This is an optimization exercise on Yosys and OpenROAD, whose aim is small area, not a production implementation. At most, simulation tests tie the RTL to the original design; equivalence was not proved. Only the layout flow was run in runs 3, 4 and 6; the RTL was not checked for function there. No activity file was given, so power comes from the tool's default toggle rates.

<file path="flow/config.mk">
export PLATFORM = sky130hd
export DESIGN_NAME = light_cycle_top
export DESIGN_NICKNAME = light_cycle_top
export VERILOG_FILES = /design/flow/design.v
export SDC_FILE = /design/flow/constraint.sdc
export NUM_CORES = 4
export LEC_CHECK = 0
export CAP_MARGIN = 10
export CORE_MARGIN = 2
export CORE_UTILIZATION = 72
export CTS_BUF_LIST = sky130_fd_sc_hd__clkbuf_4
export CTS_CLUSTER_DIAMETER = 40
export CTS_CLUSTER_SIZE = 10
export GPL_TIMING_DRIVEN = 0
export SLEW_MARGIN = 10
export SYNTH_HIERARCHICAL = 1
</file>
<file path="flow/constraint.sdc">
create_clock -name core_clock -period 4.0 [get_ports {Clk}]
set_input_delay 0.8000 -clock core_clock [delete_from_list [all_inputs] [get_ports {Clk}]]
set_output_delay 0.8000 -clock core_clock [all_outputs]
set_load 0.01 [all_outputs]
</file>
<file path="flow/design.v">
`timescale 1ns/1ns
`default_nettype none
module cycle_coord_bit #(
	parameter START = 1'b0
) (
	input  wire Clk,
	input  wire clear,
	input  wire down,
	input  wire toggle,
	output wire carry,
	output reg  q
);
	assign carry = toggle && (q ^ down);
	always @(posedge Clk)
		q <= clear ? START : q ^ toggle;
endmodule
module cycle_coord_msb #(
	parameter START = 1'b0
) (
	input  wire Clk,
	input  wire clear,
	input  wire toggle,
	output reg  q
);
	always @(posedge Clk)
		q <= clear ? START : q ^ toggle;
endmodule
module cycle_coord #(
	parameter [3:0] START = 4'd0
) (
	input  wire       Clk,
	input  wire       clear,
	input  wire       move,
	input  wire       down,
	output wire [3:0] coord
);
	wire [3:0] toggle;
	assign toggle[0] = move;
	genvar i;
	generate
		for (i = 0; i < 3; i = i + 1)
		begin : g_bit
			cycle_coord_bit #(.START(START[i])) u_bit (
				.Clk(Clk),
				.clear(clear),
				.down(down),
				.toggle(toggle[i]),
				.carry(toggle[i+1]),
				.q(coord[i])
			);
		end
	endgenerate
	cycle_coord_msb #(.START(START[3])) u_msb (
		.Clk(Clk),
		.clear(clear),
		.toggle(toggle[3]),
		.q(coord[3])
	);
endmodule
module cycle_head #(
	parameter [7:0] START = 8'h00,
	parameter       START_AXIS = 1'b0,
	parameter       START_DOWN = 1'b0
) (
	input  wire       Clk,
	input  wire       clear,
	input  wire       move,
	input  wire [1:0] turn,
	output wire [7:0] head
);
	reg  axis;
	reg  down;
	wire turning;
	wire right;
	wire axis_next;
	wire down_next;
	assign turning = turn[0] ^ turn[1];
	assign right = turn[1] & !turn[0];
	assign axis_next = axis ^ turning;
	assign down_next = down ^ right ^ (turning & axis);
	always @(posedge Clk)
	begin
		if (clear)
		begin
			axis <= START_AXIS;
			down <= START_DOWN;
		end
		else if (move)
		begin
			axis <= axis_next;
			down <= down_next;
		end
	end
	cycle_coord #(.START(START[7:4])) u_row (
		.Clk(Clk),
		.clear(clear),
		.move(move && !axis_next),
		.down(down_next),
		.coord(head[7:4])
	);
	cycle_coord #(.START(START[3:0])) u_col (
		.Clk(Clk),
		.clear(clear),
		.move(move && axis_next),
		.down(down_next),
		.coord(head[3:0])
	);
endmodule
module cycle_motion (
	input  wire       Clk,
	input  wire       rst,
	input  wire       step,
	input  wire [1:0] blue_turn,
	input  wire [1:0] red_turn,
	input  wire       playing,
	input  wire       round_reset,
	output reg        heads_step,
	output wire [7:0] blue_head,
	output wire [7:0] red_head
);
	wire clear;
	wire move;
	assign clear = rst || round_reset;
	assign move = step && playing;
	cycle_head #(.START(8'h82), .START_AXIS(1'b1), .START_DOWN(1'b0)) u_blue (
		.Clk(Clk),
		.clear(clear),
		.move(move),
		.turn(blue_turn),
		.head(blue_head)
	);
	cycle_head #(.START(8'h8D), .START_AXIS(1'b1), .START_DOWN(1'b1)) u_red (
		.Clk(Clk),
		.clear(clear),
		.move(move),
		.turn(red_turn),
		.head(red_head)
	);
	always @(posedge Clk)
		heads_step <= move && !clear;
endmodule
`default_nettype wire
`timescale 1ns/1ns
`default_nettype none
module trail_cell (
	input  wire Clk,
	input  wire row_n,
	input  wire col_n,
	output reg  q
);
	always @(posedge Clk)
		q <= !(q && (row_n || col_n));
endmodule
module trail_read2 (
	input  wire [1:0] q,
	input  wire [1:0] col_n,
	output wire       zero
);
	assign zero = !((q[0] || col_n[0]) && (q[1] || col_n[1]));
endmodule
module trail_row_pick (
	input  wire low_n,
	input  wire high_n,
	input  wire row_sel_n,
	output wire found
);
	assign found = !(row_sel_n || (low_n && high_n));
endmodule
module trail_row_read (
	input  wire [13:0] q,
	input  wire [13:0] col_n,
	input  wire        row_sel_n,
	output wire        found
);
	wire [6:0] part;
	wire       low_n;
	wire       high_n;
	genvar i;
	generate
		for (i = 0; i < 7; i = i + 1)
		begin : g_part
			trail_read2 u_part (
				.q(q[2*i+1:2*i]),
				.col_n(col_n[2*i+1:2*i]),
				.zero(part[i])
			);
		end
	endgenerate
	assign low_n = !(|part[3:0]);
	assign high_n = !(|part[6:4]);
	trail_row_pick u_pick (.low_n(low_n), .high_n(high_n), .row_sel_n(row_sel_n), .found(found));
endmodule
module trail_addr_bit (
	input  wire port_blue,
	input  wire blue,
	input  wire red,
	output wire addr
);
	assign addr = port_blue ? blue : red;
endmodule
module trail_predec (
	input  wire [1:0] bits,
	output wire [3:0] line
);
	assign line[0] = bits == 2'd0;
	assign line[1] = bits == 2'd1;
	assign line[2] = bits == 2'd2;
	assign line[3] = bits == 2'd3;
endmodule
module trail_predec_en (
	input  wire [1:0] bits,
	input  wire       enable,
	output wire [3:0] line
);
	assign line[0] = enable && bits == 2'd0;
	assign line[1] = enable && bits == 2'd1;
	assign line[2] = enable && bits == 2'd2;
	assign line[3] = enable && bits == 2'd3;
endmodule
module trail_line_n (
	input  wire high,
	input  wire low,
	input  wire clear,
	output wire line_n
);
	assign line_n = !((high && low) || clear);
endmodule
module trail_line_rd_n (
	input  wire high,
	input  wire low,
	output wire line_n
);
	assign line_n = !(high && low);
endmodule
module trail_collision (
	input  wire       Clk,
	input  wire       rst,
	input  wire       heads_step,
	input  wire [7:0] blue_head,
	input  wire [7:0] red_head,
	input  wire       round_reset,
	output reg        outcome,
	output reg        blue_crash,
	output reg        red_crash
);
	localparam [7:0] BLUE_START = 8'h82;
	localparam [7:0] RED_START = 8'h8D;
	reg        phase;
	reg        clear_late;
	reg        last_turn;
	wire       clear;
	reg        port_blue;
	reg        read_red;
	wire       write;
	wire [7:0] addr;
	wire       border;
	wire       meet;
	wire       zero;
	wire       hit;
	wire [13:0] row_sel_n;
	wire [13:0] row_n;
	wire [13:0] col_n;
	wire [13:0] col_rd_n;
	wire [13:0] row_found;
	assign clear = !phase && (round_reset || clear_late);
	assign write = phase && (heads_step || read_red || outcome || last_turn);
	assign border = (addr[7:4] == 4'd0) || (addr[7:4] == 4'd15) ||
	                (addr[3:0] == 4'd0) || (addr[3:0] == 4'd15);
	assign meet = (blue_head == red_head);
	wire [3:0] row_hi;
	wire [3:0] row_hi_write;
	wire [3:0] row_lo;
	wire [3:0] col_hi;
	wire [3:0] col_lo;
	genvar i;
	generate
		for (i = 0; i < 8; i = i + 1)
		begin : g_addr
			trail_addr_bit u_addr (
				.port_blue(port_blue),
				.blue(blue_head[i]),
				.red(red_head[i]),
				.addr(addr[i])
			);
		end
	endgenerate
	trail_predec u_row_hi (.bits(addr[7:6]), .line(row_hi));
	trail_predec_en u_row_hi_write (.bits(addr[7:6]), .enable(write), .line(row_hi_write));
	trail_predec u_row_lo (.bits(addr[5:4]), .line(row_lo));
	trail_predec u_col_hi (.bits(addr[3:2]), .line(col_hi));
	trail_predec u_col_lo (.bits(addr[1:0]), .line(col_lo));
	generate
		for (i = 1; i < 15; i = i + 1)
		begin : g_line
			trail_line_rd_n u_row_sel_n (
				.high(row_hi[i/4]),
				.low(row_lo[i%4]),
				.line_n(row_sel_n[i-1])
			);
			trail_line_n u_row_n (
				.high(row_hi_write[i/4]),
				.low(row_lo[i%4]),
				.clear(clear),
				.line_n(row_n[i-1])
			);
			trail_line_n u_col_n (
				.high(col_hi[i/4]),
				.low(col_lo[i%4]),
				.clear(clear),
				.line_n(col_n[i-1])
			);
			trail_line_rd_n u_col_rd_n (
				.high(col_hi[i/4]),
				.low(col_lo[i%4]),
				.line_n(col_rd_n[i-1])
			);
		end
	endgenerate
	genvar r, c;
	generate
		for (r = 1; r < 15; r = r + 1)
		begin : g_row
			wire [13:0] q;
			for (c = 1; c < 15; c = c + 1)
			begin : g_col
				if (r*16+c == BLUE_START || r*16+c == RED_START)
				begin : g_start
					assign q[c-1] = !phase;
				end
				else
				begin : g_cell
					trail_cell u_cell (
						.Clk(Clk),
						.row_n(row_n[r-1]),
						.col_n(col_n[c-1]),
						.q(q[c-1])
					);
				end
			end
			trail_row_read u_read (
				.q(q),
				.col_n(col_rd_n),
				.row_sel_n(row_sel_n[r-1]),
				.found(row_found[r-1])
			);
		end
	endgenerate
	assign zero = |row_found;
	assign hit = border || meet || (zero == phase);
	always @(posedge Clk)
	begin
		phase <= !phase && !rst;
		clear_late <= round_reset && phase;
		last_turn <= outcome && !clear;
		port_blue <= !(heads_step || read_red);
		read_red <= heads_step && !rst;
		outcome <= read_red && !rst;
		red_crash <= hit;
		blue_crash <= red_crash;
	end
endmodule
`default_nettype wire
`timescale 1ns/1ns
`default_nettype none
module match_score (
	input  wire       Clk,
	input  wire       rst,
	input  wire       start,
	input  wire       outcome,
	input  wire       blue_crash,
	input  wire       red_crash,
	output wire [1:0] score_blue,
	output wire [1:0] score_red,
	output wire       round_over,
	output wire       round_reset,
	output wire       playing,
	output wire       blue_wins,
	output wire       red_wins
);
	reg  [1:0] blue_points;
	reg  [1:0] red_points;
	reg        in_match;
	reg        started;
	wire       blue_point;
	wire       red_point;
	wire       won;
	assign round_over = outcome && (blue_crash || red_crash);
	assign blue_point = outcome && red_crash && !blue_crash;
	assign red_point = outcome && blue_crash && !red_crash;
	assign won = (blue_point && blue_points == 2'd2) || (red_point && red_points == 2'd2);
	assign score_blue = blue_points + {1'b0, blue_point};
	assign score_red = red_points + {1'b0, red_point};
	assign playing = in_match && !won;
	assign round_reset = started || (round_over && !won);
	assign blue_wins = &score_blue;
	assign red_wins = &score_red;
	always @(posedge Clk)
	begin
		in_match <= !rst && (playing || start);
		started <= !rst && !playing && start;
		if (rst || (!playing && start))
		begin
			blue_points <= 2'd0;
			red_points <= 2'd0;
		end
		else
		begin
			blue_points <= score_blue;
			red_points <= score_red;
		end
	end
endmodule
`default_nettype wire
`timescale 1ns/1ns
`default_nettype none
module light_cycle_top (
	input  wire       Clk,
	input  wire       rst,
	input  wire       step,
	input  wire       start,
	input  wire [1:0] blue_turn,
	input  wire [1:0] red_turn,
	output wire [7:0] blue_head,
	output wire [7:0] red_head,
	output wire [1:0] score_blue,
	output wire [1:0] score_red,
	output wire       round_over,
	output wire       blue_wins,
	output wire       red_wins,
	output wire       playing
);
	wire heads_step;
	wire outcome;
	wire blue_crash;
	wire red_crash;
	wire round_reset;
	cycle_motion u_motion (
		.Clk(Clk),
		.rst(rst),
		.step(step),
		.blue_turn(blue_turn),
		.red_turn(red_turn),
		.playing(playing),
		.round_reset(round_reset),
		.heads_step(heads_step),
		.blue_head(blue_head),
		.red_head(red_head)
	);
	trail_collision u_collision (
		.Clk(Clk),
		.rst(rst),
		.heads_step(heads_step),
		.blue_head(blue_head),
		.red_head(red_head),
		.round_reset(round_reset),
		.outcome(outcome),
		.blue_crash(blue_crash),
		.red_crash(red_crash)
	);
	match_score u_score (
		.Clk(Clk),
		.rst(rst),
		.start(start),
		.outcome(outcome),
		.blue_crash(blue_crash),
		.red_crash(red_crash),
		.score_blue(score_blue),
		.score_red(score_red),
		.round_over(round_over),
		.round_reset(round_reset),
		.playing(playing),
		.blue_wins(blue_wins),
		.red_wins(red_wins)
	);
endmodule
`default_nettype wire
</file>
<file path="flow/flow/run.sh">
#!/bin/bash
# Own layout flow: the standard flow (standard.sh, which runs the
# standard synthesis script) with
# - ABC mapping for a light load, so it picks small cells (placement
#   repair sizes up the ones that need it),
# - the smallest buffer on the ports,
# - ABC's buffers removed before placement,
# - clock tree synthesis without dummy loads.
# standard.sh's output goes to standard.log here; each ORFS step logs
# under orfs/logs.
set -euo pipefail
export BUFFER_PORTS_ARGS="-buffer_cell sky130_fd_sc_hd__buf_1"
export REMOVE_ABC_BUFFERS=1
export CTS_ARGS="-sink_clustering_enable -repair_clock_nets -dont_use_dummy_load -buf_list sky130_fd_sc_hd__clkbuf_4 -sink_clustering_size 10 -sink_clustering_max_diameter 40"
bash standard.sh ABC_LOAD_IN_FF=1 finish > standard.log 2>&1
</file>
<file path="flow/standard.sh">
#!/bin/bash
# synth_recipe.tcl (not shown) runs the flow's synth.tcl, then flattens the netlist and writes it again
# the make line also repeats each setting of config.mk as NAME=value (left out here)
make -C /OpenROAD-flow-scripts/flow DESIGN_CONFIG=/design/flow/config.mk WORK_HOME=/design/flow/orfs CLKGATE_MAP_FILE= SYNTH_SCRIPT=/design/flow/synth_recipe.tcl "${@:-finish}"
</file>
==> impl_metrics.py, run 1 <==
metrics = {
    "status": {
        "status": "timing/DRC/antenna clean",
    },
    "floorplanning": {
        "ios": 32,
        "die_h_um": 109,
        "core_um2": 10700,
        "dieArea_um2": 11800,
        "start_util": 0.733,
        "rows": 38,
        "die_w_um": 109,
    },
    "logic_synthesis": {
        "ys_ff_latch": 229,
        "synth_top_cell_by_area": "dfxtp_1",
        "avgSynthCellArea_um2": 9.94,
        "yosysTopAreaCellShare": 0.582,
        "syn_area_um2": 7880,
        "syn_inst": 793,
        "ys_warn_count": 16,
        "yosys.cell_types.count": 35,
        "synth_area_leaders": "dfxtp_1 58%, o21ai_1 12%, o22ai_1 7.8%",
        "ys_seq_area_frac": 0.582,
    },
    "sta": {
        "max-slew-margin-rel": 0.138,
        "timing.final.crit_period_ns": 3.86,
        "fin_ws_ns": 0.143,
        "drv_slew": 0,
        "fmax_ghz": 0.259,
        "setup_viol": 0,
        "worstMarginPinSlew_ns": 1.29,
        "hold_ws_ns": 0.398,
        "rsz0062_at_grt": "no",
        "finalHoldViolations": 0,
        "tns_ns": 0,
        "clock_skew_ns": 0.0561,
        "finalCritPeriodShare": 0.964,
    },
    "drt": {
        "via_count": 6692,
        "drt_first_pass_iters": 6,
        "ant_nets": 0,
        "avgRoutedWirePerCell_um": 19.9,
        "drc": 0,
        "via_per_inst": 6.72,
        "totalWireLength_mm": 19.8,
        "drt_iter0_markers": 857,
    },
    "clock_tree": {
        "clkTransAtPathRegs_ns": 0.10,
        "htree_levels": 1,
        "cts_max_path_buffers": 3,
        "clockRootBuffer": "clkbuf_4",
        "clock_latency_ns": 0.64,
        "cts_buffers": 28,
        "cts_setup_buffers": 0,
        "cts_num_sinks": 229,
        "cts_tree": "built",
    },
    "worst_setup_path": {
        "required_ns": 4.47,
        "r2r-start": "u_collision.port_blue",
        "path_max_fanout": 14,
        "reg2reg_depth": 10,
        "r2r_end": "u_collision.red_crash",
        "critPathArrivalTime_ns": 4.32,
        "crit_end": "u_collision.red_crash",
        "worst_setup_path_start_kind": "flip-flop",
        "worstSetupStartpoint": "u_collision.port_blue",
        "criticalPathCategory": "reg2reg",
        "cp-end-kind": "flip-flop",
        "r2r_setup_slack_ns": 0.14,
    },
    "placement": {
        "gp_congestion": 0.887,
        "dpl.hpwl_mm": 12.9,
        "dp_slack_ns": 0.311,
        "portBuffers": 31,
    },
    "cells_and_area": {
        "drive_gt1_frac": 0.0607,
        "nNetsFinal": 872,
        "antenna_cells": 0,
        "final_cell_mix": "229 x dfxtp_1, 194 x o21ai_1, 98 x o22ai_1, 36 x a21oi_1, 31 x buf_1",
        "syn_to_final_growth_pct": 7.54,
        "layout_commonest_cell": "dfxtp_1",
    },
    "grt": {
        "grt_util_all_layers": 0.338,
        "grt_max_degree": 25,
        "grt_pass1_vias": 6436,
        "overflow": 0,
        "grt_antenna_before_repair": 0,
        "grt_pass1_wl_mm": 31.1,
    },
    "power": {
        "p_per_area_nw_per_um2": 634,
        "ir_drop_mv": 0.430,
        "p_total_mw": 5.37,
        "leakage_nw": 3.05,
    },
    "hold_path": {
        "hold_depth": 0,
        "hold_class": "reg2reg",
    },
    "flow_run": {
        "max-cap-violations": 0,
    },
}
## how the worst min path moves through the flow
stage / start / end / slack (ns)
after global routing: step / u_motion.heads_step / 0.39
after detailed placement: u_collision.red_crash / u_collision.blue_crash / 0.38
final: u_collision.red_crash / u_collision.blue_crash / 0.40
after CTS: u_collision.red_crash / u_collision.blue_crash / 0.40
after floorplan: u_collision.red_crash / u_collision.blue_crash / 0.36
after global placement: u_collision.red_crash / u_collision.blue_crash / 0.37
## logic make-up after synthesis
logic type | Yosys count | share of synthesized area
flip-flops | 229 | 0.582
adder cells (fa/ha/maj) | 6 | 0.00953
AND/OR/NAND/NOR | 145 | 0.100
multiplexers | 9 | 0.0129
AO/OA/AOI/OAI | 350 | 0.243
buffers and inverters | 11 | 0.00524
XOR/XNOR | 43 | 0.0478
## metal layers
layer / GRT usage / wire, um / up-vias / share of wire
met5: 0 / 0 / - / 0
met4: 0.144 / 668 / 0 / 0.034
met3: 0.0717 / 1970 / 68 / 0.10
met2: 0.553 / 9180 / 349 / 0.46
met1: 0.436 / 8000 / 3188 / 0.40
li1: - / - / 3087 / -
## layout make-up
type                            count  area [um2]
Clock buffer                       28         210
Timing Repair Buffer               35         154
Multi-Input combinational cell    553        3310
Tap cell                          140         175
Inverter                           11        41.3
Fill cell                         746        2270
Sequential cell                   229        4580
## cell usage after synthesis
| cell type | instances |
|---|---|
| nand4_1 | 3 |
| nor3_1 | 15 |
| or2_0 | 1 |
| ha_1 | 6 |
| and3b_1 | 2 |
| nand2_1 | 28 |
| nand2b_1 | 12 |
| xnor2_1 | 29 |
| or3b_1 | 1 |
| nor2_1 | 24 |
| nor3b_1 | 2 |
| mux2_1 | 9 |
| and2_2 | 1 |
| nand3b_1 | 1 |
| a41oi_1 | 2 |
| dfxtp_1 | 229 |
| nand3b_4 | 1 |
| o2111ai_1 | 1 |
| and3_2 | 1 |
| o21ai_1 | 194 |
| o22ai_1 | 98 |
| inv_1 | 11 |
| and2_0 | 19 |
| o21ai_0 | 1 |
| nor4_1 | 19 |
| a21oi_1 | 48 |
| nor4bb_1 | 1 |
| nor2b_1 | 12 |
| xor2_1 | 14 |
| and2_1 | 2 |
| a21o_1 | 1 |
| a211o_1 | 2 |
| o21a_1 | 1 |
| o221ai_2 | 1 |
| o22a_1 | 1 |
## repair_timing
action / CTS / global route
gates resized for setup: 0 / 3
hold buffers: 0 / 0
endpoints found under the setup margin: 0 / 1
## state kept, by name, summed over array words and instances (netlist names), 2 cells and up
name	cells
u_motion.u_blue.u_col.g_bit.u_bit.q	3
u_score.blue_points	2
u_collision.g_row.g_col.g_cell.u_cell.q	194
u_motion.u_red.u_row.g_bit.u_bit.q	3
u_motion.u_red.u_col.g_bit.u_bit.q	3
u_score.red_points	2
u_motion.u_blue.u_row.g_bit.u_bit.q	3
## Yosys stat by module, one instance, submodules excluded, excerpt
module           flops+latches  cell area [um2]  times used
trail_line_rd_n              0             3.75          28
trail_read2                  0             6.26          98
match_score                  6              327           1
trail_collision              8              372           1
trail_addr_bit               0             11.3           8
trail_predec                 0             22.5           4
trail_predec_en              0             32.5           1
cycle_motion                 1             43.8           1
trail_cell                   1             25.0         194
trail_line_n                 0             5.00          28
trail_row_read               0             11.3          14
trail_row_pick               0             5.00          14
## power by group
| group | switching [mW] | internal (mW) |
|---|---|---|
| Combinational | 0.522 | 0.368 |
| Clock | 0.673 | 0.320 |
| Sequential | 0.412 | 3.08 |
## stage by stage
| stage | cell area [um2] | cells | utilization |
|---|---|---|---|
| 2_1_floorplan | 7880 | 793 | - |
| 3_3_place_gp | 8170 | 964 | 0.760 |
| 3_5_place_dp | 8210 | 965 | 0.764 |
| 4_1_cts | 8420 | 993 | 0.784 |
| 5_1_grt | 8470 | 996 | 0.789 |
| 6_report | 8470 | 996 | 0.789 |
## worst max-delay path: stages, from the launching register on
cell and delay [ns]:
dfxtp_1 0.57, mux2_1 0.45, nor2b_1 0.28, nand2_1 0.58
o22ai_1 0.18, nor4_1 0.55, a21oi_1 0.17, nor4_1 0.33
nand4_1 0.21, xnor2_1 0.20, o2111ai_1 0.17
==> inputs of run 2 (changes only) <==
--- a/flow/config.mk
+++ b/flow/config.mk
@@ -8,5 +8,5 @@
 export CAP_MARGIN = 10
 export CORE_MARGIN = 2
-export CORE_UTILIZATION = 72
+export CORE_UTILIZATION = 65
 export CTS_BUF_LIST = sky130_fd_sc_hd__clkbuf_4
 export CTS_CLUSTER_DIAMETER = 40
==> run 2 against run 1 <==
Maximum frequency grew 1.7%. Clock skew grew 0.031 ns. Die area grew 10%. Synthesized cell count is the same. Register-to-register slack gained 0.06 ns. Combinational power is essentially flat. Final cell count grew 0.60%. Setup slack gained 0.064 ns. Highest routed layer unchanged. Critical path depth is the same. Still clean on timing, DRC and antenna. Total power is essentially flat.
==> impl_metrics.py, run 2 <==
metrics = {
    "logic_synthesis": {
        "synth_area_leaders": "dfxtp_1 58%, o21ai_1 12%, o22ai_1 7.8%",
        "ys_ff_latch": 229,
        "yosysMostFrequentCell": "dfxtp_1",
        "ys_seq_area_frac": 0.582,
        "dominantRegCellSynth": "dfxtp_1",
        "avgSynthCellArea_um2": 9.94,
        "syn_area_um2": 7880,
        "async_flop_share": 0,
        "syn_inst": 793,
        "synth_top_cell_by_area": "dfxtp_1",
        "ys_warn_count": 16,
        "synth_edf_count": 0,
        "yosys.cell_types.count": 35,
        "yosysTopAreaCellShare": 0.582,
        "synthTopCellsByCount": "229 x dfxtp_1, 194 x o21ai_1, 98 x o22ai_1",
    },
    "cells_and_area": {
        "post-route-util": 0.713,
        "regMostFlops": "u_collision.g_row.g_col.g_cell.u_cell.q",
        "final_cell_mix": "229 x dfxtp_1, 194 x o21ai_1, 98 x o22ai_1, 32 x a21oi_1, 31 x buf_1",
        "syn_to_final_growth_pct": 7.72,
        "antenna_cells": 0,
        "largest_register_ffs": 194,
        "layout_commonest_cell": "dfxtp_1",
        "nNetsFinal": 871,
        "drive_gt1_frac": 0.0632,
    },
    "sta": {
        "worstMarginPinSlew_ns": 1.32,
        "clock_skew_ns": 0.0872,
        "tns_ns": 0,
        "max-slew-margin-rel": 0.120,
        "finalHoldViolations": 0,
        "timing.final.crit_period_ns": 3.79,
        "drv_slew": 0,
        "finalCritPeriodShare": 0.948,
        "setup_viol": 0,
        "fmax_ghz": 0.264,
        "rsz0062_at_grt": "no",
    },
    "floorplanning": {
        "die_w_um": 114,
        "dieArea_um2": 13000,
        "rows": 40,
        "ios": 32,
        "core_um2": 11900,
        "die_h_um": 114,
        "start_util": 0.662,
    },
    "drt": {
        "avgRoutedWirePerCell_um": 20.1,
        "drt_first_pass_iters": 6,
        "via_count": 6588,
        "via_per_inst": 6.57,
        "ant_nets": 0,
        "drt_iter0_markers": 679,
        "totalWireLength_mm": 20.1,
        "drc": 0,
    },
    "clock_tree": {
        "clock_latency_ns": 0.65,
        "clockRootBuffer": "clkbuf_4",
        "clkTransAtPathRegs_ns": 0.10,
        "cts_num_sinks": 229,
        "cts_tree": "built",
        "htree_levels": 1,
        "cts_buffers": 29,
        "cts_max_path_buffers": 3,
    },
    "power": {
        "clockPowerShare": 0.186,
        "switching_power_mw": 1.60,
        "comb_power_share": 0.165,
        "seqPwrFrac": 0.649,
        "p_int_mw": 3.78,
        "ir_drop_mv": 0.331,
        "leakage_nw": 3.05,
        "p_total_mw": 5.38,
        "netSwitchingFraction": 0.298,
        "p_per_area_nw_per_um2": 634,
    },
    "worst_setup_path": {
        "worst_setup_path_start_kind": "flip-flop",
        "required_ns": 4.51,
        "critPathArrivalTime_ns": 4.30,
        "path_max_fanout": 14,
        "cp-end-kind": "flip-flop",
        "criticalPathCategory": "reg2reg",
    },
    "grt": {
        "overflow": 0,
        "grt_pass1_wl_mm": 32.3,
        "grt_util_all_layers": 0.311,
        "grt_pass1_vias": 6444,
        "grt_antenna_before_repair": 0,
        "grt_max_degree": 24,
    },
    "placement": {
        "portBuffers": 31,
        "gp_congestion": 0.957,
        "dpl.hpwl_mm": 13.1,
    },
    "status": {
        "status": "timing/DRC/antenna clean",
    },
    "hold_path": {
        "hold_class": "in2reg",
    },
    "flow_run": {
        "max-cap-violations": 0,
    },
}
==> run 2: metal layers <==
layer | vias up | wire length (um) | GRT usage
li1 | 3086 | - | -
met1 | 3138 | 8380 | 0.417
met2 | 305 | 9520 | 0.506
met3 | 59 | 1630 | 0.0535
met4 | 0 | 594 | 0.121
met5 | - | 0 | 0
==> run 2: power groups by stage <==
stage / Combinational, mW / Clock, mW / Sequential [mW]
2_1_floorplan: 0.631 / 0 / 3.41
3_3_place_gp: 0.803 / 0 / 3.47
3_5_place_dp: 0.876 / 0 / 3.52
4_1_cts: 0.876 / 1.02 / 3.47
5_1_grt: 0.990 / 1.11 / 3.57
6_report: 0.889 / 0.999 / 3.49
==> run 2: through the flow <==
stage / cells / setup WS (ns) / hold slack, ns / instance area (um2)
6_report: 1002 / 0.208 / 0.382 / 8490
5_1_grt: 1002 / 0.0145 / 0.387 / 8490
4_1_cts: 1001 / 0.242 / 0.367 / 8450
3_5_place_dp: 972 / 0.266 / 0.384 / 8240
3_3_place_gp: 971 / 0.323 / 0.374 / 8180
2_1_floorplan: 793 / 1.11 / 0.364 / 7880
==> run 2: final cells by class <==
cell class	count	area (um2)
Sequential cell	229	4580
Fill cell	932	3420
Multi-Input combinational cell	553	3320
Clock buffer	29	218
Tap cell	147	184
Timing Repair Buffer	33	139
Inverter	11	41.3
==> run 2: cell families (layout without fill, tap and decap cells) <==
group | after synthesis | in the layout | synth area share
AO/OA/AOI/OAI | 350 | 350 | 0.243
XOR/XNOR | 43 | 43 | 0.0478
adder cells (fa/ha/maj) | 6 | 6 | 0.00953
buffers and inverters | 11 | 73 | 0.00524
flip-flops | 229 | 229 | 0.582
multiplexers | 9 | 9 | 0.0129
AND/OR/NAND/NOR | 145 | 145 | 0.100
==> run 2: path summary, 6_finish.rpt <==
| path | cells after the start | start | to | slack [ns] |
|---|---|---|---|---|
| hold / removal | 2 | step | u_motion.heads_step | 0.38 |
| hold reg to reg | 1 | u_collision.g_row[13].g_col[4].g_cell.u_cell.q | u_collision.g_row[13].g_col[4].g_cell.u_cell.q | 0.40 |
| setup reg to reg | 10 | u_collision.port_blue | u_collision.red_crash | 0.21 |
| setup / recovery | 10 | u_collision.port_blue | u_collision.red_crash | 0.21 |
==> run 2: critical path, stage by stage (launching register included) <==
cell and delay (ns):
dfxtp_1 0.55, mux2_1 0.46, nor2b_1 0.29, nand2_1 0.56, o22ai_1 0.19, nor4_1 0.49
a21oi_1 0.19, nor4_1 0.36, nand4_1 0.21, xnor2_1 0.19, o2111ai_1 0.15
==> run 2: what timing repair did <==
action,CTS,global route
setup endpoints to repair,0,1
resized for setup,0,2
hold buffers,0,0
buffers inserted,0,0
==> run 2: Yosys stat by module, one instance, submodules excluded, excerpt <==
module / cells inside / flip-flops and latches / area, um2
trail_collision: 40 / 8 / 372
trail_row_read: 2 / 0 / 11.3
trail_line_rd_n: 1 / 0 / 3.75
trail_read2: 1 / 0 / 6.26
trail_addr_bit: 1 / 0 / 11.3
cycle_motion: 4 / 1 / 43.8
trail_predec_en: 4 / 0 / 32.5
trail_cell: 2 / 1 / 25.0
==> inputs of run 3 (changes only) <==
--- a/flow/design.v
+++ b/flow/design.v
@@ -384,13 +384,11 @@
 	wire       blue_point;
 	wire       red_point;
-	wire       won;
 	assign round_over = outcome && (blue_crash || red_crash);
 	assign blue_point = outcome && red_crash && !blue_crash;
 	assign red_point = outcome && blue_crash && !red_crash;
-	assign won = (blue_point && blue_points == 2'd2) || (red_point && red_points == 2'd2);
 	assign score_blue = blue_points + {1'b0, blue_point};
 	assign score_red = red_points + {1'b0, red_point};
-	assign playing = in_match && !won;
-	assign round_reset = started || (round_over && !won);
+	assign playing = in_match && !blue_wins && !red_wins;
+	assign round_reset = started || (round_over && !blue_wins && !red_wins);
 	assign blue_wins = &score_blue;
 	assign red_wins = &score_red;
==> run 3 against run 2 <==
Critical path depth stayed put. Clock skew decreased by 0.039 ns. Clock-buffer cell count up 2. Largest cell class unchanged. Combinational power about the same. Setup slack got worse by 0.053 ns. Final cell count grew 0.50%. Sequential share of layout area decreased by 0.13 points. Area after synthesis decreased by 0.33%. Critical endpoint unchanged. Maximum frequency shrank 1.4%.
==> impl_metrics.py, run 3 <==
metrics = {
    "worst_setup_path": {
        "path_max_fanout": 14,
        "required_ns": 4.52,
        "worst_setup_path_start_kind": "flip-flop",
        "cpPeakStageDelay_ns": 0.55,
        "crit_family": "simple AND/OR/NAND/NOR gates",
        "cp_common_cell": "nor4_1",
        "cp-end-kind": "flip-flop",
        "path_cells": "mux2_1 -> and2_0 -> nand2_1 -> o22ai_1 -> nor4_1 -> a21oi_1 -> nor4_1 -> nand4_1 -> xnor2_1 -> o2111ai_1",
        "slowest_stage": "dfxtp_1",
        "critPathArrivalTime_ns": 4.37,
        "cp.buffers_inverters": 0,
        "criticalPathCategory": "reg2reg",
    },
    "logic_synthesis": {
        "yosysTopAreaCellShare": 0.584,
        "syn_inst": 791,
        "synth_edf_count": 0,
        "synthTopCellsByCount": "229 x dfxtp_1, 194 x o21ai_1, 98 x o22ai_1",
        "ys_ff_latch": 229,
        "synth_top_cell_by_area": "dfxtp_1",
        "async_flop_share": 0,
        "ys_seq_area_frac": 0.584,
        "syn_area_um2": 7850,
        "yosys.cell_types.count": 35,
        "yosysMostFrequentCell": "dfxtp_1",
        "ys_warn_count": 16,
        "avgSynthCellArea_um2": 9.93,
        "synth_area_leaders": "dfxtp_1 58%, o21ai_1 12%, o22ai_1 7.8%",
        "dominantRegCellSynth": "dfxtp_1",
    },
    "sta": {
        "timing.final.crit_period_ns": 3.85,
        "tns_ns": 0,
        "worstMarginPinSlew_ns": 1.29,
        "rsz0062_at_grt": "no",
        "drv_slew": 0,
        "finalHoldViolations": 0,
        "finalCritPeriodShare": 0.961,
        "clock_skew_ns": 0.0480,
        "fmax_ghz": 0.260,
        "fin_ws_ns": 0.155,
        "setup_viol": 0,
        "max-slew-margin-rel": 0.138,
    },
    "cells_and_area": {
        "largest_register_ffs": 194,
        "post-route-util": 0.714,
        "syn_to_final_growth_pct": 8.33,
        "final-seq-area_um2": 4580,
        "nNetsFinal": 876,
        "n_fill_cell": 939,
        "final_cell_mix": "229 x dfxtp_1, 194 x o21ai_1, 98 x o22ai_1, 31 x clkbuf_4, 31 x buf_1",
        "multi_input_area_um2": 3280,
        "layout_commonest_cell": "dfxtp_1",
        "antenna_cells": 0,
        "fin_area_um2": 8510,
        "drive_gt1_frac": 0.0709,
        "regMostFlops": "u_collision.g_row.g_col.g_cell.u_cell.q",
    },
    "flow_run": {
        "max-cap-violations": 0,
    },
    "clock_tree": {
        "clkTransAtPathRegs_ns": 0.10,
        "cts_tree": "built",
        "clockRootBuffer": "clkbuf_4",
        "cts_max_path_buffers": 3,
        "cts_buffers": 31,
        "ctsHoldBuffers": 0,
        "clock_latency_ns": 0.67,
        "ctsResizeCount": 0,
        "cts_num_sinks": 229,
        "htree_levels": 1,
        "cts_setup_buffers": 0,
    },
    "drt": {
        "via_per_inst": 6.61,
        "ant_nets": 0,
        "via_count": 6658,
        "drt_first_pass_iters": 5,
        "totalWireLength_mm": 20.1,
        "drc": 0,
        "drt_iter0_markers": 610,
        "avgRoutedWirePerCell_um": 19.9,
    },
    "placement": {
        "gp_congestion": 0.966,
        "dp_slack_ns": 0.250,
        "portBuffers": 31,
        "dpl.hpwl_mm": 13.2,
        "postPlaceCellArea_um2": 8200,
    },
    "grt": {
        "grt_max_degree": 25,
        "grt_antenna_before_repair": 0,
        "grt_util_all_layers": 0.312,
        "overflow": 0,
        "grt_pass1_wl_mm": 32.2,
        "grt_pass1_vias": 6434,
    },
    "power": {
        "ir_drop_mv": 0.405,
        "leakage_nw": 3.03,
        "p_total_mw": 5.43,
        "p_per_area_nw_per_um2": 638,
    },
    "floorplanning": {
        "dieArea_um2": 13000,
        "ios": 32,
        "die_w_um": 114,
        "core_um2": 11900,
        "start_util": 0.659,
        "rows": 40,
        "die_h_um": 114,
    },
    "hold_path": {
        "hold_class": "in2reg",
    },
    "status": {
        "status": "timing/DRC/antenna clean",
    },
}
-- run 3: cell types whose count changed after synthesis, sizes merged, moves of 4 or more --
cell,change
nor2,+4
a21oi,-4
nand2b,-5
a211oi,+4
-- run 3: through the flow --
step,std cells,hold slack (ns)
after global routing,1007,0.352
after global placement,969,0.376
after detailed placement,971,0.379
after floorplan,791,0.364
after CTS,1002,0.338
final,1007,0.361
-- run 3: area by class of cell --
| type | instances | share of cell area |
|---|---|---|
| flip-flops and latches | 229 | 0.539 |
| multi-input cells | 549 | 0.386 |
| well taps | 147 | 0.0216 |
| inverters | 13 | 0.00574 |
| clock buffers | 31 | 0.0274 |
| repair buffers | 38 | 0.0207 |
-- run 3: path summary, 6_finish.rpt --
kind / from / endpoint / slack (ns) / cells after the start
max: u_collision.port_blue / u_collision.red_crash / 0.15 / 10
max reg2reg: u_collision.port_blue / u_collision.red_crash / 0.15 / 10
min reg2reg: u_collision.red_crash / u_collision.blue_crash / 0.39 / 0
min: step / u_motion.heads_step / 0.36 / 2
-- run 3: logic make-up (layout without fill, tap and decap cells) --
logic type,count (synthesis),after routing,share of synthesized area
multiplexers,9,9,0.0129
XOR/XNOR,43,43,0.0499
AO/OA/AOI/OAI,349,349,0.244
buffers and inverters,13,82,0.00621
flip-flops,229,229,0.584
AND/OR/NAND/NOR,142,142,0.0940
adder cells (fa/ha/maj),6,6,0.00956
-- run 3: modules after synthesis (local to each module, per instance), a selection --
module | copies in the design | flops+latches | cell area [um2]
cycle_motion | 1 | 1 | 43.8
trail_read2 | 98 | 0 | 6.26
trail_predec_en | 1 | 0 | 32.5
trail_cell | 194 | 1 | 25.0
trail_row_read | 14 | 0 | 11.3
trail_addr_bit | 8 | 0 | 11.3
trail_line_rd_n | 28 | 0 | 3.75
trail_line_n | 28 | 0 | 5.00
trail_collision | 1 | 8 | 372
trail_predec | 4 | 0 | 22.5
match_score | 1 | 6 | 300
trail_row_pick | 14 | 0 | 5.00
-- run 3: layer usage --
layer / global-route usage / vias to the layer above / routed length, um
li1: - / 3101 / -
met1: 0.412 / 3206 / 8510
met2: 0.519 / 305 / 9330
met3: 0.0627 / 46 / 1750
met4: 0.104 / 0 / 459
met5: 0 / - / 0
-- run 3: power by group --
part / internal (mW) / switching (mW) / total [mW]
Combinational: 0.366 / 0.521 / 0.887
Sequential: 3.09 / 0.417 / 3.51
Clock: 0.353 / 0.681 / 1.03
Total: 3.81 / 1.62 / 5.43
==> inputs of run 4 (changes only) <==
--- a/flow/flow/run.sh
+++ b/flow/flow/run.sh
@@ -12,4 +12,4 @@
 export BUFFER_PORTS_ARGS="-buffer_cell sky130_fd_sc_hd__buf_1"
 export REMOVE_ABC_BUFFERS=1
-export CTS_ARGS="-sink_clustering_enable -repair_clock_nets -dont_use_dummy_load -buf_list sky130_fd_sc_hd__clkbuf_4 -sink_clustering_size 10 -sink_clustering_max_diameter 40"
+export CTS_ARGS="-sink_clustering_enable -repair_clock_nets -dont_use_dummy_load -buf_list sky130_fd_sc_hd__clkbuf_4 -sink_clustering_size 12 -sink_clustering_max_diameter 45"
 bash standard.sh ABC_LOAD_IN_FF=1 finish > standard.log 2>&1
--- a/flow/config.mk
+++ b/flow/config.mk
@@ -10,6 +10,6 @@
 export CORE_UTILIZATION = 65
 export CTS_BUF_LIST = sky130_fd_sc_hd__clkbuf_4
-export CTS_CLUSTER_DIAMETER = 40
-export CTS_CLUSTER_SIZE = 10
+export CTS_CLUSTER_DIAMETER = 45
+export CTS_CLUSTER_SIZE = 12
 export GPL_TIMING_DRIVEN = 0
 export SLEW_MARGIN = 10
==> run 4 against run 3 <==
Still clean. Clock power fell by 9%. Final area is 0.62% lower. Clock skew shrank 0.0032 ns. Via count fell by 0.65%. Hold slack improved by 0.032 ns. Total power fell by 1.8%. Setup slack got worse by 0.091 ns. Combinational power hardly changed. Wire length about the same. Largest power group unchanged. Highest routed layer unchanged.
==> impl_metrics.py, run 4 <==
metrics = {
    "drt": {
        "via_per_inst": 6.62,
        "drt_iter0_markers": 630,
        "drc": 0,
        "drt_first_pass_iters": 5,
        "avgRoutedWirePerCell_um": 20.1,
        "totalWireLength_mm": 20.1,
        "via_count": 6615,
        "ant_nets": 0,
    },
    "worst_setup_path": {
        "criticalPathCategory": "reg2reg",
        "required_ns": 4.46,
        "slowest_stage": "nor4_1",
        "critPathArrivalTime_ns": 4.40,
        "path_max_fanout": 14,
        "cp_common_cell": "nor4_1",
        "worst_setup_path_start_kind": "flip-flop",
        "path_cells": "mux2_1 -> nor2b_1 -> nand2_1 -> o22ai_1 -> nor4_1 -> a21oi_1 -> nor4_1 -> nand4_1 -> xnor2_1 -> o2111ai_1",
        "cpPeakStageDelay_ns": 0.57,
        "reg2reg_depth": 10,
        "r2r_setup_slack_ns": 0.06,
        "cp-end-kind": "flip-flop",
    },
    "logic_synthesis": {
        "syn_inst": 791,
        "syn_area_um2": 7850,
        "dominantRegCellSynth": "dfxtp_1",
        "synth_edf_count": 0,
        "synthTopCellsByCount": "229 x dfxtp_1, 194 x o21ai_1, 98 x o22ai_1",
        "async_flop_share": 0,
        "ys_ff_latch": 229,
        "ys_warn_count": 16,
        "yosys.cell_types.count": 35,
        "yosysMostFrequentCell": "dfxtp_1",
        "yosysTopAreaCellShare": 0.584,
        "synth_top_cell_by_area": "dfxtp_1",
        "avgSynthCellArea_um2": 9.93,
        "ys_seq_area_frac": 0.584,
        "synth_area_leaders": "dfxtp_1 58%, o21ai_1 12%, o22ai_1 7.8%",
    },
    "clock_tree": {
        "clock_latency_ns": 0.63,
        "clockRootBuffer": "clkbuf_4",
        "cts_tree": "built",
        "cts_setup_buffers": 0,
        "htree_levels": 1,
        "cts_buffers": 25,
        "cts_max_path_buffers": 3,
        "cts_num_sinks": 229,
        "clkTransAtPathRegs_ns": 0.12,
    },
    "flow_run": {
        "max-cap-violations": 0,
    },
    "sta": {
        "worstMarginPinSlew_ns": 1.27,
        "tns_ns": 0,
        "finalCritPeriodShare": 0.984,
        "fmax_ghz": 0.254,
        "hold_ws_ns": 0.393,
        "rsz0062_at_grt": "no",
        "clock_skew_ns": 0.0448,
        "setup_viol": 0,
        "finalHoldViolations": 0,
        "timing.final.crit_period_ns": 3.94,
        "max-slew-margin-rel": 0.156,
        "drv_slew": 0,
    },
    "power": {
        "leakage_nw": 3.00,
        "p_per_area_nw_per_um2": 631,
        "ir_drop_mv": 0.373,
    },
    "cells_and_area": {
        "regMostFlops": "u_collision.g_row.g_col.g_cell.u_cell.q",
        "final_cell_mix": "229 x dfxtp_1, 194 x o21ai_1, 98 x o22ai_1, 31 x buf_1",
        "drive_gt1_frac": 0.0633,
        "largest_register_ffs": 194,
        "nNetsFinal": 869,
        "antenna_cells": 0,
        "syn_to_final_growth_pct": 7.66,
        "layout_commonest_cell": "dfxtp_1",
    },
    "floorplanning": {
        "ios": 32,
        "core_um2": 11900,
        "die_h_um": 114,
        "dieArea_um2": 13000,
        "rows": 40,
        "die_w_um": 114,
        "start_util": 0.659,
    },
    "placement": {
        "dpl.hpwl_mm": 13.2,
        "portBuffers": 31,
        "gp_congestion": 0.966,
    },
    "grt": {
        "grt_util_all_layers": 0.308,
        "grt_antenna_before_repair": 0,
        "grt_pass1_wl_mm": 31.8,
        "overflow": 0,
        "grt_pass1_vias": 6378,
        "grt_max_degree": 25,
    },
    "hold_path": {
        "hold_class": "reg2reg",
        "hold_depth": 0,
    },
    "status": {
        "status": "timing/DRC/antenna clean",
    },
}
==> run 4: worst max-delay path, delay by kind of cell, from the launching register on <==
family,cells,cell delay [ns]
muxes,1,0.45
and+or+nand+nor,5,2.01
xor gates and xnor gates,1,0.19
AOI/OAI and AO/OA,3,0.60
DFF,1,0.56
==> run 4: final cells by class <==
cell class | instances | area, um2
Sequential cell | 229 | 4580
Inverter | 13 | 48.8
Fill cell | 923 | 3460
Timing Repair Buffer | 37 | 169
Tap cell | 147 | 184
Clock buffer | 25 | 188
Multi-Input combinational cell | 549 | 3280
==> run 4: cells by family after synthesis <==
kind of cell	Yosys count	share of synthesized area
AOI/OAI and AO/OA	349	0.244
xor gates and xnor gates	43	0.0499
adders and majority gates	6	0.00956
buffers and inverters	13	0.00621
DFF	229	0.584
muxes	9	0.0129
and+or+nand+nor	142	0.0940
==> run 4: worst paths after layout <==
path	startpoint	to
max	u_collision.port_blue	u_collision.red_crash
min	u_collision.red_crash	u_collision.blue_crash
max reg2reg	u_collision.port_blue	u_collision.red_crash
min reg2reg	u_collision.red_crash	u_collision.blue_crash
==> run 4: Yosys stat by module (local to each module, per instance), a selection <==
module / cell area (um2) / times used / flip-flops and latches / cells inside
trail_read2: 6.26 / 98 / 0 / 1
trail_predec_en: 32.5 / 1 / 0 / 4
trail_predec: 22.5 / 4 / 0 / 4
trail_line_n: 5.00 / 28 / 0 / 1
trail_row_read: 11.3 / 14 / 0 / 2
trail_addr_bit: 11.3 / 8 / 0 / 1
trail_cell: 25.0 / 194 / 1 / 2
trail_collision: 372 / 1 / 8 / 40
==> run 4: metrics by stage <==
step	worst slack, ns	cells	util	power, mW	cell area (um2)
2_1_floorplan	1.11	791	-	4.05	7850
3_3_place_gp	0.284	969	0.685	4.27	8150
3_5_place_dp	0.250	971	0.688	4.41	8200
4_1_cts	0.219	996	0.704	5.31	8390
5_1_grt	0.0108	1000	0.710	5.63	8460
6_report	0.0636	1000	0.710	5.33	8460
==> run 4: routing by layer <==
metal | part of all wire | up-vias | track usage
met5 | 0 | - | 0
met4 | 0.026 | 0 | 0.0984
met3 | 0.079 | 57 | 0.0627
met2 | 0.47 | 285 | 0.508
met1 | 0.43 | 3193 | 0.409
li1 | - | 3080 | -
==> run 4: where the power goes <==
| part | switching, mW | internal [mW] | total (mW) |
|---|---|---|---|
| Clock | 0.652 | 0.288 | 0.940 |
| Sequential | 0.417 | 3.09 | 3.51 |
| Combinational | 0.520 | 0.365 | 0.885 |
| Total | 1.59 | 3.74 | 5.33 |
==> run 4: what timing repair did <==
action                                  CTS  global route
hold buffers                              0             0
resized for setup                         0             1
endpoints found under the setup margin    0             1
==> inputs of run 5 (changes only) <==
--- a/flow/design.v
+++ b/flow/design.v
@@ -384,11 +384,13 @@
 	wire       blue_point;
 	wire       red_point;
+	wire       won;
 	assign round_over = outcome && (blue_crash || red_crash);
 	assign blue_point = outcome && red_crash && !blue_crash;
 	assign red_point = outcome && blue_crash && !red_crash;
+	assign won = (blue_point && blue_points == 2'd2) || (red_point && red_points == 2'd2);
 	assign score_blue = blue_points + {1'b0, blue_point};
 	assign score_red = red_points + {1'b0, red_point};
-	assign playing = in_match && !blue_wins && !red_wins;
-	assign round_reset = started || (round_over && !blue_wins && !red_wins);
+	assign playing = in_match && !won;
+	assign round_reset = started || (round_over && !won);
 	assign blue_wins = &score_blue;
 	assign red_wins = &score_red;
--- a/flow/flow/run.sh
+++ b/flow/flow/run.sh
@@ -12,4 +12,4 @@
 export BUFFER_PORTS_ARGS="-buffer_cell sky130_fd_sc_hd__buf_1"
 export REMOVE_ABC_BUFFERS=1
-export CTS_ARGS="-sink_clustering_enable -repair_clock_nets -dont_use_dummy_load -buf_list sky130_fd_sc_hd__clkbuf_4 -sink_clustering_size 12 -sink_clustering_max_diameter 45"
+export CTS_ARGS="-sink_clustering_enable -repair_clock_nets -dont_use_dummy_load -buf_list sky130_fd_sc_hd__clkbuf_8 -sink_clustering_size 22 -sink_clustering_max_diameter 60"
 bash standard.sh ABC_LOAD_IN_FF=1 finish > standard.log 2>&1
--- a/flow/config.mk
+++ b/flow/config.mk
@@ -9,7 +9,7 @@
 export CORE_MARGIN = 2
 export CORE_UTILIZATION = 65
-export CTS_BUF_LIST = sky130_fd_sc_hd__clkbuf_4
-export CTS_CLUSTER_DIAMETER = 45
-export CTS_CLUSTER_SIZE = 12
+export CTS_BUF_LIST = sky130_fd_sc_hd__clkbuf_8
+export CTS_CLUSTER_DIAMETER = 60
+export CTS_CLUSTER_SIZE = 22
 export GPL_TIMING_DRIVEN = 0
 export SLEW_MARGIN = 10
==> run 5 against run 4 <==
Sequential share of layout area shrank 0.096 points. Maximum frequency grew 2.8%. Flip-flop and latch count is the same. Final cell count shrank 1.2%. Total power is essentially flat. Combinational power is essentially flat. Non-clock buffer count shrank 3. Critical path depth is the same. Core utilization grew 0.13 points. Hold slack gained 0.0086 ns.
==> impl_metrics.py, run 5 <==
metrics = {
    "logic_synthesis": {
        "avgSynthCellArea_um2": 9.94,
        "async_flop_share": 0,
        "yosysTopAreaCellShare": 0.582,
        "syn_inst": 793,
        "yosys.cell_types.count": 35,
        "ys_warn_count": 16,
        "ys_ff_latch": 229,
        "synth_area_leaders": "dfxtp_1 58%, o21ai_1 12%, o22ai_1 7.8%",
        "syn_area_um2": 7880,
        "ys_seq_area_frac": 0.582,
        "yosysMostFrequentCell": "dfxtp_1",
        "synth_top_cell_by_area": "dfxtp_1",
        "synthTopCellsByCount": "229 x dfxtp_1, 194 x o21ai_1, 98 x o22ai_1",
        "dominantRegCellSynth": "dfxtp_1",
        "synth_edf_count": 0,
    },
    "power": {
        "comb_power_share": 0.167,
        "p_per_area_nw_per_um2": 629,
        "netSwitchingFraction": 0.294,
        "switching_power_mw": 1.57,
        "ir_drop_mv": 0.456,
        "p_int_mw": 3.76,
        "p_total_mw": 5.33,
        "leakage_nw": 3.02,
        "clockPowerShare": 0.179,
        "seqPwrFrac": 0.654,
    },
    "worst_setup_path": {
        "path_max_fanout": 14,
        "cp.buffers_inverters": 0,
        "slowest_stage": "nand2_1",
        "reg2reg_depth": 10,
        "criticalPathCategory": "reg2reg",
        "worst_setup_path_start_kind": "flip-flop",
        "crit_cells": 10,
        "required_ns": 4.34,
        "cp-end-kind": "flip-flop",
        "cp_common_cell": "nor4_1",
        "critPathArrivalTime_ns": 4.17,
        "crit_family": "simple AND/OR/NAND/NOR gates",
        "path_cells": "mux2_1 -> nor2b_1 -> nand2_1 -> o22ai_1 -> nor4_1 -> a21oi_1 -> nor4_1 -> nand4_1 -> xnor2_1 -> o2111ai_1",
        "cpPeakStageDelay_ns": 0.58,
    },
    "sta": {
        "rsz0062_at_grt": "no",
        "clock_skew_ns": 0.0255,
        "finalCritPeriodShare": 0.957,
        "worstMarginPinSlew_ns": 1.31,
        "tns_ns": 0,
        "fin_ws_ns": 0.171,
        "fmax_ghz": 0.261,
        "drv_slew": 0,
        "max-slew-margin-rel": 0.128,
        "hold_ws_ns": 0.402,
        "setup_viol": 0,
        "timing.final.crit_period_ns": 3.83,
        "finalHoldViolations": 0,
    },
    "status": {
        "status": "timing/DRC/antenna clean",
    },
    "clock_tree": {
        "cts_max_path_buffers": 3,
        "cts_buffers": 14,
        "ctsHoldBuffers": 0,
        "clock_latency_ns": 0.49,
        "cts_num_sinks": 229,
        "clkTransAtPathRegs_ns": 0.11,
        "clockRootBuffer": "clkbuf_8",
        "cts_tree": "built",
        "htree_levels": 1,
    },
    "flow_run": {
        "max-cap-violations": 0,
    },
    "placement": {
        "dpl.hpwl_mm": 13.1,
        "postPlaceCellArea_um2": 8240,
        "dp_slack_ns": 0.266,
        "gp_congestion": 0.957,
        "placed_cells": 972,
        "portBuffers": 31,
    },
    "grt": {
        "overflow": 0,
        "grt_pass1_wl_mm": 31.8,
        "grt_max_degree": 24,
        "grt_antenna_before_repair": 0,
        "grt_pass1_vias": 6280,
        "grt_util_all_layers": 0.306,
    },
    "drt": {
        "via_per_inst": 6.53,
        "avgRoutedWirePerCell_um": 20.1,
        "drt_first_pass_iters": 6,
        "totalWireLength_mm": 19.8,
        "via_count": 6450,
        "ant_nets": 0,
        "drt_iter0_markers": 708,
        "drc": 0,
    },
    "floorplanning": {
        "core_um2": 11900,
        "dieArea_um2": 13000,
        "die_h_um": 114,
        "start_util": 0.662,
        "rows": 40,
        "die_w_um": 114,
        "ios": 32,
    },
    "hold_path": {
        "hold_class": "reg2reg",
        "hold_depth": 0,
    },
    "cells_and_area": {
        "post-route-util": 0.711,
        "drive_gt1_frac": 0.0476,
        "fin_area_um2": 8470,
        "nNetsFinal": 857,
        "n_fill_cell": 935,
        "largest_register_ffs": 194,
        "antenna_cells": 0,
        "final_cell_mix": "229 x dfxtp_1, 194 x o21ai_1, 98 x o22ai_1, 32 x a21oi_1, 31 x buf_1",
        "layout_commonest_cell": "dfxtp_1",
        "regMostFlops": "u_collision.g_row.g_col.g_cell.u_cell.q",
        "syn_to_final_growth_pct": 7.49,
        "final_cells": 988,
    },
}
run 5: kinds of logic (layout without fill, tap and decap cells):
group                      after synthesis  in the layout  share of synthesized area
buffers and inverters                   11             59                    0.00524
and+or+nand+nor                        145            145                      0.100
AOI/OAI and AO/OA                      350            350                      0.243
muxes                                    9              9                     0.0129
xor gates and xnor gates                43             43                     0.0478
adders and majority gates                6              6                    0.00953
DFF                                    229            229                      0.582
run 5: area by class of cell:
| type | count | area [um2] | area share |
|---|---|---|---|
| Timing Repair Buffer | 34 | 146 | 0.0173 |
| Multi-Input combinational cell | 553 | 3320 | 0.392 |
| Tap cell | 147 | 184 | 0.0217 |
| Clock buffer | 14 | 193 | 0.0227 |
| Inverter | 11 | 41.3 | 0.00487 |
| Sequential cell | 229 | 4580 | 0.541 |
run 5: final timing paths:
path                    startpoint                     end  slack (ns)
max          u_collision.port_blue   u_collision.red_crash        0.17
min          u_collision.red_crash  u_collision.blue_crash        0.40
max reg2reg  u_collision.port_blue   u_collision.red_crash        0.17
min reg2reg  u_collision.red_crash  u_collision.blue_crash        0.40
run 5: power by group through the flow:
| stage | clock network, mW | logic, mW | registers, mW |
|---|---|---|---|
| after CTS | 0.964 | 0.875 | 3.47 |
| after global routing | 1.05 | 0.990 | 3.57 |
| after floorplan | 0 | 0.631 | 3.41 |
| after detailed placement | 0 | 0.876 | 3.52 |
| after global placement | 0 | 0.803 | 3.47 |
| final | 0.956 | 0.888 | 3.49 |
run 5: repair_timing:
action | CTS | global route
gates resized for setup | 0 | 2
setup endpoints to repair | 0 | 1
setup buffers | 0 | 0
hold endpoints to repair | 0 | 0
run 5: per-module statistics from Yosys, one instance, submodules excluded, a selection:
| module | area (um2) | cells inside |
|---|---|---|
| cycle_motion | 43.8 | 4 |
| trail_addr_bit | 11.3 | 1 |
| match_score | 327 | 34 |
| trail_collision | 372 | 40 |
| trail_cell | 25.0 | 2 |
| trail_predec | 22.5 | 4 |
| trail_row_read | 11.3 | 2 |
| trail_read2 | 6.26 | 1 |
| trail_line_rd_n | 3.75 | 1 |
| trail_predec_en | 32.5 | 4 |
| trail_line_n | 5.00 | 1 |
run 5: routing by layer:
metal | part of all wire | track usage | vias up
met5 | 0 | 0 | -
met3 | 0.072 | 0.0450 | 58
li1 | - | - | 3052
met1 | 0.43 | 0.421 | 3084
met4 | 0.028 | 0.107 | 0
met2 | 0.47 | 0.498 | 256
==> inputs of run 6 (changes only) <==
--- a/flow/design.v
+++ b/flow/design.v
@@ -233,4 +233,12 @@
 	assign line_n = !(high && low);
 endmodule
+module trail_hit_pick (
+	input  wire zero,
+	input  wire if_zero,
+	input  wire if_one,
+	output wire hit
+);
+	assign hit = zero ? if_zero : if_one;
+endmodule
 module trail_collision (
 	input  wire       Clk,
@@ -247,5 +255,4 @@
 	localparam [7:0] RED_START = 8'h8D;
 	reg        phase;
-	reg        clear_late;
 	reg        last_turn;
 	wire       clear;
@@ -263,5 +270,5 @@
 	wire [13:0] col_rd_n;
 	wire [13:0] row_found;
-	assign clear = !phase && (round_reset || clear_late);
+	assign clear = round_reset;
 	assign write = phase && (heads_step || read_red || outcome || last_turn);
 	assign border = (addr[7:4] == 4'd0) || (addr[7:4] == 4'd15) ||
@@ -347,9 +354,13 @@
 	endgenerate
 	assign zero = |row_found;
-	assign hit = border || meet || (zero == phase);
+	trail_hit_pick u_hit (
+		.zero(zero),
+		.if_zero(border || meet || phase),
+		.if_one(border || meet || !phase),
+		.hit(hit)
+	);
 	always @(posedge Clk)
 	begin
-		phase <= !phase && !rst;
-		clear_late <= round_reset && phase;
+		phase <= !rst && (clear || !phase);
 		last_turn <= outcome && !clear;
 		port_blue <= !(heads_step || read_red);
@@ -384,13 +395,11 @@
 	wire       blue_point;
 	wire       red_point;
-	wire       won;
 	assign round_over = outcome && (blue_crash || red_crash);
 	assign blue_point = outcome && red_crash && !blue_crash;
 	assign red_point = outcome && blue_crash && !red_crash;
-	assign won = (blue_point && blue_points == 2'd2) || (red_point && red_points == 2'd2);
 	assign score_blue = blue_points + {1'b0, blue_point};
 	assign score_red = red_points + {1'b0, red_point};
-	assign playing = in_match && !won;
-	assign round_reset = started || (round_over && !won);
+	assign playing = in_match && !blue_wins && !red_wins;
+	assign round_reset = started || (round_over && !blue_wins && !red_wins);
 	assign blue_wins = &score_blue;
 	assign red_wins = &score_red;
--- a/flow/flow/run.sh
+++ b/flow/flow/run.sh
@@ -12,4 +12,4 @@
 export BUFFER_PORTS_ARGS="-buffer_cell sky130_fd_sc_hd__buf_1"
 export REMOVE_ABC_BUFFERS=1
-export CTS_ARGS="-sink_clustering_enable -repair_clock_nets -dont_use_dummy_load -buf_list sky130_fd_sc_hd__clkbuf_8 -sink_clustering_size 22 -sink_clustering_max_diameter 60"
+export CTS_ARGS="-sink_clustering_enable -repair_clock_nets -dont_use_dummy_load -buf_list sky130_fd_sc_hd__clkbuf_4 -sink_clustering_size 10 -sink_clustering_max_diameter 40"
 bash standard.sh ABC_LOAD_IN_FF=1 finish > standard.log 2>&1
--- a/flow/config.mk
+++ b/flow/config.mk
@@ -9,7 +9,7 @@
 export CORE_MARGIN = 2
 export CORE_UTILIZATION = 65
-export CTS_BUF_LIST = sky130_fd_sc_hd__clkbuf_8
-export CTS_CLUSTER_DIAMETER = 60
-export CTS_CLUSTER_SIZE = 22
+export CTS_BUF_LIST = sky130_fd_sc_hd__clkbuf_4
+export CTS_CLUSTER_DIAMETER = 40
+export CTS_CLUSTER_SIZE = 10
 export GPL_TIMING_DRIVEN = 0
 export SLEW_MARGIN = 10
==> run 6 against run 5 <==
First-iteration DRC count decreased by 7.2%. Via count increased by 1.7%. Area after synthesis decreased by 0.48%. Sequential share of layout area decreased by 0.36 points. Total power decreased by 4.3%.
==> impl_metrics.py, run 6 <==
metrics = {
    "cells_and_area": {
        "fin_area_um2": 8490,
        "antenna_cells": 0,
        "syn_to_final_growth_pct": 8.25,
        "drive_gt1_frac": 0.0724,
        "final_cell_mix": "228 x dfxtp_1, 194 x o21ai_1, 98 x o22ai_1, 31 x buf_1",
        "layout_commonest_cell": "dfxtp_1",
        "nNetsFinal": 872,
        "regMostFlops": "u_collision.g_row.g_col.g_cell.u_cell.q",
        "largest_register_ffs": 194,
        "n_fill_cell": 964,
    },
    "logic_synthesis": {
        "yosysTopAreaCellShare": 0.582,
        "yosys.cell_types.count": 36,
        "synthTopCellsByCount": "228 x dfxtp_1, 194 x o21ai_1, 98 x o22ai_1",
        "syn_inst": 790,
        "yosysMostFrequentCell": "dfxtp_1",
        "synth_area_leaders": "dfxtp_1 58%, o21ai_1 12%, o22ai_1 7.8%",
        "synth_top_cell_by_area": "dfxtp_1",
        "ys_ff_latch": 228,
        "synth_edf_count": 0,
        "syn_area_um2": 7840,
        "ys_warn_count": 16,
        "ys_seq_area_frac": 0.582,
        "async_flop_share": 0,
        "avgSynthCellArea_um2": 9.93,
        "dominantRegCellSynth": "dfxtp_1",
    },
    "sta": {
        "finalHoldViolations": 0,
        "timing.final.crit_period_ns": 3.92,
        "tns_ns": 0,
        "finalCritPeriodShare": 0.979,
        "fmax_ghz": 0.255,
        "clock_skew_ns": 0.0722,
        "drv_slew": 0,
        "setup_viol": 0,
        "worstMarginPinSlew_ns": 1.26,
        "max-slew-margin-rel": 0.162,
    },
    "worst_setup_path": {
        "reg2reg_depth": 9,
        "cpPeakStageDelay_ns": 0.57,
        "worst_setup_path_start_kind": "flip-flop",
        "criticalPathCategory": "reg2reg",
        "required_ns": 4.48,
        "path_cells": "mux2_1 -> nor2b_1 -> nand2_1 -> o22ai_1 -> nor4_1 -> a21oi_1 -> nor4_1 -> nand4_1 -> mux2_1",
        "critPathArrivalTime_ns": 4.40,
        "slowest_stage": "nor4_1",
        "cp-end-kind": "flip-flop",
        "path_max_fanout": 14,
    },
    "status": {
        "status": "timing/DRC/antenna clean",
    },
    "clock_tree": {
        "clock_latency_ns": 0.67,
        "cts_num_sinks": 228,
        "clockRootBuffer": "clkbuf_4",
        "clkTransAtPathRegs_ns": 0.10,
        "cts_max_path_buffers": 3,
        "cts_tree": "built",
        "cts_setup_buffers": 0,
        "htree_levels": 1,
        "cts_buffers": 30,
    },
    "floorplanning": {
        "rows": 40,
        "ios": 32,
        "dieArea_um2": 13000,
        "die_w_um": 114,
        "die_h_um": 114,
        "core_um2": 11900,
        "start_util": 0.658,
    },
    "hold_path": {
        "hold_depth": 0,
        "hold_class": "reg2reg",
    },
    "power": {
        "ir_drop_mv": 0.386,
        "p_total_mw": 5.10,
        "p_per_area_nw_per_um2": 601,
        "leakage_nw": 3.03,
    },
    "placement": {
        "dpl.hpwl_mm": 12.9,
        "portBuffers": 31,
        "gp_congestion": 0.885,
        "postPlaceCellArea_um2": 8240,
    },
    "drt": {
        "drt_iter0_markers": 657,
        "ant_nets": 0,
        "totalWireLength_mm": 20.1,
        "via_count": 6559,
        "avgRoutedWirePerCell_um": 20.1,
        "via_per_inst": 6.54,
        "drc": 0,
        "drt_first_pass_iters": 5,
    },
    "grt": {
        "grt_antenna_before_repair": 0,
        "grt_max_degree": 33,
        "grt_pass1_wl_mm": 31.8,
        "grt_util_all_layers": 0.312,
        "grt_pass1_vias": 6356,
        "overflow": 0,
    },
    "flow_run": {
        "max-cap-violations": 0,
    },
}
## run 6: cell type report
type / instances / area (um2) / area share
Clock buffer: 30 / 225 / 0.0265
Multi-Input combinational cell: 548 / 3290 / 0.388
Inverter: 14 / 52.6 / 0.00619
Tap cell: 147 / 184 / 0.0217
Sequential cell: 228 / 4560 / 0.538
Timing Repair Buffer: 36 / 169 / 0.0199
## run 6: worst paths after layout
kind / startpoint / end / slack (ns)
setup / recovery: u_collision.port_blue / u_collision.red_crash / 0.08
hold / removal: u_collision.red_crash / u_collision.blue_crash / 0.36
setup reg to reg: u_collision.port_blue / u_collision.red_crash / 0.08
hold reg to reg: u_collision.red_crash / u_collision.blue_crash / 0.36
## run 6: per-module statistics from Yosys, one instance, submodules excluded, a selection
module | area (um2) | times used | cells inside | flops+latches
trail_cell | 25.0 | 194 | 2 | 1
trail_line_rd_n | 3.75 | 28 | 1 | 0
trail_line_n | 5.00 | 28 | 1 | 0
match_score | 300 | 1 | 32 | 6
trail_read2 | 6.26 | 98 | 1 | 0
trail_predec | 22.5 | 4 | 4 | 0
cycle_motion | 43.8 | 1 | 4 | 1
trail_collision | 349 | 1 | 38 | 7
trail_predec_en | 32.5 | 1 | 4 | 0
trail_row_read | 11.3 | 14 | 2 | 0
trail_hit_pick | 11.3 | 1 | 1 | 0
trail_addr_bit | 11.3 | 8 | 1 | 0
## run 6: through the flow
stage / setup slack [ns] / hold slack [ns] / std cells / utilization
after global routing: -0.0148 / 0.363 / 1003 / 0.713
after CTS: 0.141 / 0.361 / 1003 / 0.710
after detailed placement: 0.210 / 0.383 / 973 / 0.691
after floorplan: 1.11 / 0.364 / 790 / -
final: 0.0839 / 0.361 / 1003 / 0.713
after global placement: 0.262 / 0.377 / 968 / 0.684
## run 6: power by group
group,total [mW],switching [mW],internal (mW)
sequential,3.30,0.347,2.95
combinational,0.784,0.459,0.325
clock,1.02,0.673,0.343
## run 6: cells by family after synthesis
| family | share of synthesized area |
|---|---|
| AND/OR/NAND/NOR | 0.0952 |
| AO/OA/AOI/OAI | 0.243 |
| buffers and inverters | 0.00670 |
| flip-flops | 0.582 |
| adder cells (fa/ha/maj) | 0.00957 |
| multiplexers | 0.0144 |
| XOR/XNOR | 0.0488 |
## run 6: worst max-delay path: cells and delay by family, from the launching register on
| kind | cells | cell delay (ns) |
|---|---|---|
| mux | 2 | 0.82 |
| compound gates | 2 | 0.32 |
| flops | 1 | 0.54 |
| simple gates | 5 | 2.07 |
## run 6: what timing repair did
| action | CTS | global route |
|---|---|---|
| resized for setup | 0 | 4 |
| hold buffers | 0 | 0 |
| endpoints found under the setup margin | 0 | 1 |
## run 6: per-layer routing
layer	global-route usage	up-vias	wire length, um	share of wire
li1	-	3078	-	-
met1	0.407	3100	8160	0.41
met2	0.517	333	9510	0.47
met3	0.0664	48	1880	0.093
met4	0.115	0	598	0.030
met5	0	-	0	0

[static timing again, ports no longer ideal]
The results above use ideal ports. As a check the final layouts listed here were re-extracted and re-timed, cells and wires unchanged.
Step 1 assumes that a clkbuf_16 drives the clock port and a buf_2 every other input.
Step 2 moves the port delays by t, midway between the first and last clock arrival at a register: inputs arrive t later, outputs are due t later. That takes back most of the time a late clock gives input paths.
Three values: ideal ports, drivers, drivers and shift; two values: the first two.
run | t (ns) | setup slack, ns | hold slack, ns
run 1 | 0.650 | 0.143 / 0.143 / 0.143 | 0.398 / 0.398 / 0.398
run 2 | 0.639 | 0.208 / 0.208 / 0.208 | 0.382 / 0.366 / 0.401
run 3 | 0.682 | 0.155 / 0.155 / 0.155 | 0.361 / 0.350 / 0.390
run 4 | 0.640 | 0.064 / 0.064 / 0.064 | 0.393 / 0.393 / 0.393
run 5 | 0.514 | 0.171 / 0.171 / 0.171 | 0.402 / 0.402 / 0.402
run 6 | 0.663 | 0.084 / 0.084 / 0.084 | 0.361 / 0.361 / 0.361
After both steps setup and hold are still met in every run listed.
